From an optimization exercise on the open Yosys and OpenROAD flow, aimed at small area, a short achievable clock period and few clock cycles; shortcuts taken in it are not production practice. Only simulation tests tie the RTL to the original design; equivalence was not proved. Power is estimated from default activity; no workload was simulated.

--- config.mk ---
export PLATFORM = sky130hd
export DESIGN_NAME = mips_multicycle
export DESIGN_NICKNAME = mips_multicycle
export VERILOG_FILES = /design/flow/design.v
export SDC_FILE = /design/flow/constraint.sdc
export NUM_CORES = 4
export LEC_CHECK = 0
export CAP_MARGIN = 20
export CORE_MARGIN = 2
export CORE_UTILIZATION = 40
export SLEW_MARGIN = 20
--- constraint.sdc ---
create_clock -name core_clock -period 10.0 [get_ports {clk}]
set_input_delay 2.0000 -clock core_clock [delete_from_list [all_inputs] [get_ports {clk}]]
set_output_delay 2.0000 -clock core_clock [all_outputs]
set_load 0.01 [all_outputs]
--- design.v ---
package mips_pkg;
  localparam logic [5:0] OP_RTYPE = 6'h00, OP_LW = 6'h23, OP_SW = 6'h2B,
                         OP_BEQ = 6'h04, OP_J = 6'h02, OP_ADDI = 6'h08;
  localparam logic [5:0] FN_ADD = 6'h20, FN_SUB = 6'h22, FN_AND = 6'h24,
                         FN_OR = 6'h25, FN_SLT = 6'h2A;
endpackage
module mips_regfile #(
  parameter  int NUM_REGS = 32,
  localparam int AW       = $clog2(NUM_REGS)
) (
  input  logic          clk,
  input  logic          we,
  input  logic [AW-1:0] waddr,
  input  logic [31:0]   wdata,
  input  logic [AW-1:0] raddr1,
  input  logic [AW-1:0] raddr2,
  output logic [31:0]   rdata1,
  output logic [31:0]   rdata2
);
  logic [NUM_REGS-1:0][31:0] regs;
  always_ff @(posedge clk)
    if (we && waddr != '0) regs[waddr] <= wdata;
  assign rdata1 = (raddr1 == '0) ? 32'h0 : regs[raddr1];
  assign rdata2 = (raddr2 == '0) ? 32'h0 : regs[raddr2];
endmodule
import mips_pkg::*;
module mips_multicycle #(
  parameter logic [31:0] RESET_PC = 32'h0000_0000,
  parameter int          NUM_REGS = 32
) (
  input  logic        clk,
  input  logic        rst,
  output logic        mem_req,
  output logic        mem_we,
  output logic [31:0] mem_addr,
  output logic [31:0] mem_wdata,
  input  logic [31:0] mem_rdata,
  input  logic        mem_ready,
  output logic [31:0] pc,
  output logic        illegal
);
  localparam int AW = $clog2(NUM_REGS);
  logic          xs;
  logic [25:0]   ir;
  logic          k_alu, k_addi, k_lw, k_sw, k_beq, k_j, k_ill;
  logic          f_sub, f_and, f_or, f_slt;
  logic [31:0]   a_q, b_q;
  logic [29:0]   p4;        
  logic [31:0]   sext, bop, res, rd1, rd2, fwd_a, fwd_b, daddr;
  logic [29:0]   nf, bt, fa;
  logic          eq, fetch_x, hs_f, rf_we, fw;
  logic [AW-1:0] rf_waddr;
  logic [31:0]   rf_wdata;
  logic [5:0]    d_op, d_fn;
  logic          d_alu, d_addi, d_lw, d_sw, d_beq, d_j;
  assign d_op = mem_rdata[31:26];
  assign d_fn = mem_rdata[5:0];
  always_comb begin
    d_alu  = d_op == OP_RTYPE && (d_fn == FN_ADD || d_fn == FN_SUB || d_fn == FN_AND ||
                                  d_fn == FN_OR  || d_fn == FN_SLT);
    d_addi = d_op == OP_ADDI;
    d_lw   = d_op == OP_LW;
    d_sw   = d_op == OP_SW;
    d_beq  = d_op == OP_BEQ;
    d_j    = d_op == OP_J;
  end
  assign sext = {{16{ir[15]}}, ir[15:0]};
  mips_regfile #(.NUM_REGS(NUM_REGS)) u_rf (
    .clk(clk), .we(rf_we), .waddr(rf_waddr), .wdata(rf_wdata),
    .raddr1(mem_rdata[21 +: AW]), .raddr2(mem_rdata[16 +: AW]), .rdata1(rd1), .rdata2(rd2)
  );
  assign bop = k_addi ? sext : b_q;
  always_comb begin
    if (f_sub)      res = a_q - b_q;
    else if (f_and) res = a_q & b_q;
    else if (f_or)  res = a_q | b_q;
    else if (f_slt) res = {31'h0, $signed(a_q) < $signed(b_q)};
    else            res = a_q + bop;
  end
  assign daddr = a_q + sext;
  assign eq    = a_q == b_q;
  assign bt    = p4 + {{14{ir[15]}}, ir[15:0]};
  assign nf    = k_j ? {p4[29:26], ir[25:0]} : (k_beq && eq) ? bt : p4;
  assign fetch_x = k_alu | k_addi | k_beq | k_j;
  assign fa      = xs ? nf : p4;
  assign hs_f    = mem_ready && (!xs || fetch_x);
  assign rf_waddr = k_alu ? ir[15:11] : ir[20:16];
  assign rf_wdata = k_lw ? mem_rdata : res;
  assign rf_we    = xs && (k_alu || k_addi || (k_lw && mem_ready));
  assign fw       = xs && (k_alu || k_addi) && rf_waddr != '0;
  assign fwd_a    = (fw && mem_rdata[21 +: AW] == rf_waddr) ? res : rd1;
  assign fwd_b    = (fw && mem_rdata[16 +: AW] == rf_waddr) ? res : rd2;
  assign mem_req   = !rst && (!xs || !k_ill);
  assign mem_we    = !rst && xs && k_sw;
  assign mem_addr  = (xs && (k_lw || k_sw)) ? daddr : {fa, 2'b00};
  assign mem_wdata = b_q;
  assign pc        = mem_addr;
  assign illegal   = xs && k_ill;
  always_ff @(posedge clk or posedge rst)
    if (rst) begin
      xs <= 1'b0;
      p4 <= RESET_PC[31:2];
    end else if (hs_f) begin
      xs <= 1'b1;
      p4 <= fa + 30'd1;
    end else if (xs && (k_ill || ((k_lw || k_sw) && mem_ready))) begin
      xs <= 1'b0;
    end
  always_ff @(posedge clk)
    if (hs_f) begin
      ir     <= mem_rdata[25:0];
      k_alu  <= d_alu;
      k_addi <= d_addi;
      k_lw   <= d_lw;
      k_sw   <= d_sw;
      k_beq  <= d_beq;
      k_j    <= d_j;
      k_ill  <= !(d_alu || d_addi || d_lw || d_sw || d_beq || d_j);
      f_sub  <= d_alu && d_fn == FN_SUB;
      f_and  <= d_alu && d_fn == FN_AND;
      f_or   <= d_alu && d_fn == FN_OR;
      f_slt  <= d_alu && d_fn == FN_SLT;
      a_q    <= fwd_a;
      b_q    <= fwd_b;
    end
endmodule
--- run.sh ---
#!/bin/bash
# synth_recipe.tcl (not shown) runs the flow's synth.tcl, then flattens the netlist and writes it again
# the make line also repeats each setting of config.mk as NAME=value (left out here)
make -C /OpenROAD-flow-scripts/flow DESIGN_CONFIG=/design/flow/config.mk WORK_HOME=/design/flow/orfs CLKGATE_MAP_FILE= SYNTH_SCRIPT=/design/flow/synth_recipe.tcl finish
==> run summary <==
==> worst max-delay path, stage by stage, from the launching register on <==
cell             delay [ns]
edfxtp_1               0.45
ha_1                   0.27
fa_1                   0.41
a21o_1                 0.17
a21o_1                 0.21
a2111oi_0              0.88
o211ai_1               0.23
a31oi_1                0.40
o21ai_0                0.29
or2_2                  0.35
a21oi_1                0.26
xor2_1                 0.12
o21ai_0                0.42
clkdlybuf4s50_1        0.63
==> final timing paths <==
kind | start | end | slack [ns]
min | p4[7]$_DFFE_PP0P_ | p4[7]$_DFFE_PP0P_ | 0.51
max in group asynchronous | rst | p4[27]$_DFFE_PP0P_ | 7.95
max | ir[0]$_DFFE_PP_ | mem_addr[22] | 2.09
min in group asynchronous | rst | p4[1]$_DFFE_PP0P_ | 1.64
max reg2reg | ir[15]$_DFFE_PP_ | u_rf.regs[317]$_DFFE_PP_ | 4.00
min reg2reg | p4[7]$_DFFE_PP0P_ | p4[7]$_DFFE_PP0P_ | 0.51
==> layer usage <==
layer	share of wire, %	up-vias	global-route usage (%)	wire (um)
met3	8.7	468	4.29	20900
met1	41	27100	34.8	98000
met4	4.4	2	10.6	10700
met5	0.0054	-	0	13
met2	46	2534	40.3	112000
li1	-	23800	-	-
==> cells in the mapped netlist, drive strengths merged, types with 9 or more instances <==
master | instances | area [um2]
mux4 | 640 | 14400
a31o | 9 | 78.8
o21ai | 1073 | 5370
mux2i | 87 | 871
mux2 | 75 | 845
a211oi | 25 | 188
and3 | 20 | 125
nor2b | 15 | 93.8
or3 | 19 | 119
o21a | 43 | 323
xor2 | 48 | 420
edfxtp | 1125 | 33800
or4 | 9 | 67.6
a22oi | 12 | 90.1
a21oi | 180 | 901
dfrtp | 31 | 776
nor2 | 250 | 938
o31ai | 20 | 150
xnor2 | 66 | 578
nor3 | 58 | 290
or2 | 11 | 68.8
buf | 114 | 582
o21bai | 18 | 135
o221ai | 9 | 96.4
nand3 | 40 | 200
and2 | 17 | 106
nor4 | 30 | 248
a31oi | 55 | 344
and4 | 12 | 105
a21o | 53 | 398
clkbuf | 460 | 1730
o211ai | 17 | 128
o22ai | 76 | 475
inv | 138 | 518
nand2 | 1086 | 4080
nand2b | 30 | 188
ha | 190 | 2380
nand4 | 27 | 175
==> state kept, by name, indices dropped and copies added, names as in the netlist <==
register	cells
u_rf.regs	1024
a_q	32
b_q	32
p4	30
ir	26
f_and	1
f_or	1
f_slt	1
f_sub	1
k_addi	1
k_alu	1
k_beq	1
k_ill	1
k_j	1
k_lw	1
k_sw	1
xs	1
==> cell usage in the layout (no fill, tap or decap), drive strengths merged, types with 11 or more instances in the layout <==
| cell | n |
|---|---|
| nand3 | 40 |
| o22ai | 76 |
| a21o | 53 |
| a22oi | 12 |
| nand4 | 27 |
| and4 | 12 |
| mux2i | 87 |
| clkdlybuf4s50 | 124 |
| xor2 | 48 |
| xnor2 | 66 |
| mux2 | 75 |
| o21bai | 18 |
| buf | 109 |
| clkbuf | 166 |
| nor4 | 30 |
| ha | 190 |
| a211oi | 25 |
| edfxtp | 1125 |
| nor2b | 15 |
| nand2 | 1086 |
| clkinv | 54 |
| nand2b | 30 |
| a21oi | 180 |
| inv | 145 |
| mux4 | 640 |
| nor2 | 250 |
| and3 | 20 |
| nor3 | 58 |
| o31ai | 20 |
| bufinv | 13 |
| o211ai | 17 |
| or2 | 11 |
| o21ai | 1073 |
| or3 | 19 |
| and2 | 17 |
| dfrtp | 31 |
| a31oi | 55 |
| o21a | 43 |
==> through the flow <==
step                      instances  area (um2)  hold WS (ns)
final                          8681       81300         0.508
after global routing           8680       81300         0.543
after CTS                      8677       81200         0.507
after detailed placement       8433       76800         0.495
after global placement         8433       76800         0.478
after floorplan                6311       73600         0.464
==> area by class of cell <==
| type | instances | area share, % |
|---|---|---|
| flip-flops and latches | 1156 | 42.5 |
| clock inverters | 78 | 1.04 |
| repair buffers | 233 | 2.74 |
| multi-input cells | 4441 | 44.9 |
| clock buffers | 166 | 4.38 |
| diodes | 3 | 0.00924 |
| inverters | 140 | 0.656 |
| well taps | 2464 | 3.79 |
==> power groups by stage <==
stage | Sequential [mW] | Clock (mW) | Combinational (mW)
2_1_floorplan | 6.43 | 0 | 2.62
3_3_place_gp | 6.30 | 0 | 3.73
3_5_place_dp | 6.34 | 0 | 3.77
4_1_cts | 6.24 | 5.11 | 3.78
5_1_grt | 6.30 | 5.29 | 4.14
6_report | 6.26 | 5.06 | 3.83
==> kinds of logic after synthesis <==
logic type | after synthesis | synth area share [%]
buf+inv | 714 | 3.85
mux | 802 | 21.9
simple gates | 1655 | 9.65
flops | 1156 | 47.0
compound gates | 1676 | 12.9
fa+ha+maj | 194 | 3.34
xor+xnor | 114 | 1.36
==> flow_summary.toml <==
[cells_and_area]
fillers = 16700
postLayoutCoreUtil_pct = 44.4
multi_input_area_um2 = 36500
areaGrowthSynthToFinish_pct = 10.5
drive_gt1_share_pct = 17.8
seqCellArea_um2 = 34600
layout.nets = 6336

[placed_design]
dp_hpwl_mm = 146
io_buffers = 133
gp_congestion = 0.958
post-place-ws_ns = 3.09

[clock_tree]
cts_tree = "yes"
cts_made_buffers = 135
root_buffer = "clkbuf_16"
clk_latency_ns = 0.82
cts_buffer_depth = 3
post_cts_buffers = 0
htreeDepth = 4
cts-hold-fix-buffers = 0
clk_pin_slew_ns = 0.06
clkSinkCount = 1156
cts_resized = 0

[floorplan]
core_area_um2 = 183000
fp-row-count = 157
die_x_um = 433
num_io_pins = 134
die_h_um = 433
dieArea_um2 = 187000
initial_core_util_pct = 40.2

[setup_path]
path_max_fanout = 4
worstRegToRegCells = 14
required_ns = 8.00
path_class = "reg -> out"
critPathArrivalTime_ns = 5.91
start_kind = "flip-flop"
endpoint_kind = "output pin"

[drt]
wirelength_mm = 241
dr_total_vias = 53900
dr.pass1.iters = 7
wl_per_cell_um = 27.8
post-route-drc-count = 0
antenna_left = 0
viasPerCell = 6.21
initialDrtViolationCount = 6839

[logic_synthesis]
synth_flop_cell = "edfxtp_1"
synth-seq-area-share_pct = 47.0
yosys_warnings = 2
syn_area_um2 = 73500
syn_nets = 6540
ys_seq_elements = 1156
netlist-cell-type-count = 88
synthArstFlopShare_pct = 2.68
synth_cells = 6311
syn_area_per_cell_um2 = 11.7
synth_edf_count = 1125

[timing]
hold_viol = 0
fin_ws_ns = 2.09
tightest_slew_ns = 1.17
setup_viol = 0
rsz0062_at_grt = "false"
finalCritPeriodShare_pct = 79.1
tns_ns = 0
fin_crit_ns = 7.91
finalClockSkew_ns = 0.0341
maxSlewViolCount = 0
relSlewSlack_pct = 21.9
fmax_mhz = 126

[pwr]
total_power_mw = 15.1
p_switching_mw = 4.81
internal-power_mw = 10.3
share_comb_of_total_power_pct = 25.3
swShare_pct = 31.8
ir_drop_mv = 0.141
p_per_area_nw_per_um2 = 186
leakage_nw = 29.6
power_frac_seq_pct = 41.3
clockPowerShare_pct = 33.4

[min_path]
worstHoldPathCells = 2
hold_path_class = "reg -> reg"

[global_route]
grt_overflow = 0
grt_max_degree = 181
grt_pass1_wl_mm = 352
grt_usage_pct = 25.5
grt_pass1_vias = 51400
antenna_found_initial = 6

[run_status]
outcome = "timing/DRC/antenna clean"

[job]
maxCapViolations = 0
Testbench counts, summed over its fixed seeds: cycles 62,207.

## re-timing with driven ports
How much do the figures lean on ideal ports? The routed layout below was timed once more, with nothing changed but the port constraints.
Step 1 assumes that a clkbuf_16 drives the clock port and a buf_2 every other input.
Step 2 also shifts input and output timing later by t, the mid clock arrival at the registers, as if the neighbouring blocks saw the same clock.
a / b / c = ideal / step 1 / step 2; a / b = the first two.
t (ns): 0.889
setup WS [ns]: 2.090 / 2.001 / 2.890
worst hold slack (ns): 0.508 / 0.508 / 0.508
worst setup path after step 2: register to output
clock arrival spread, ns: 0.040 / 0.040
After both steps this run still meets setup and hold. The setup slack of this run moves by -0.089 ns with the drivers and by +0.800 ns with both steps.
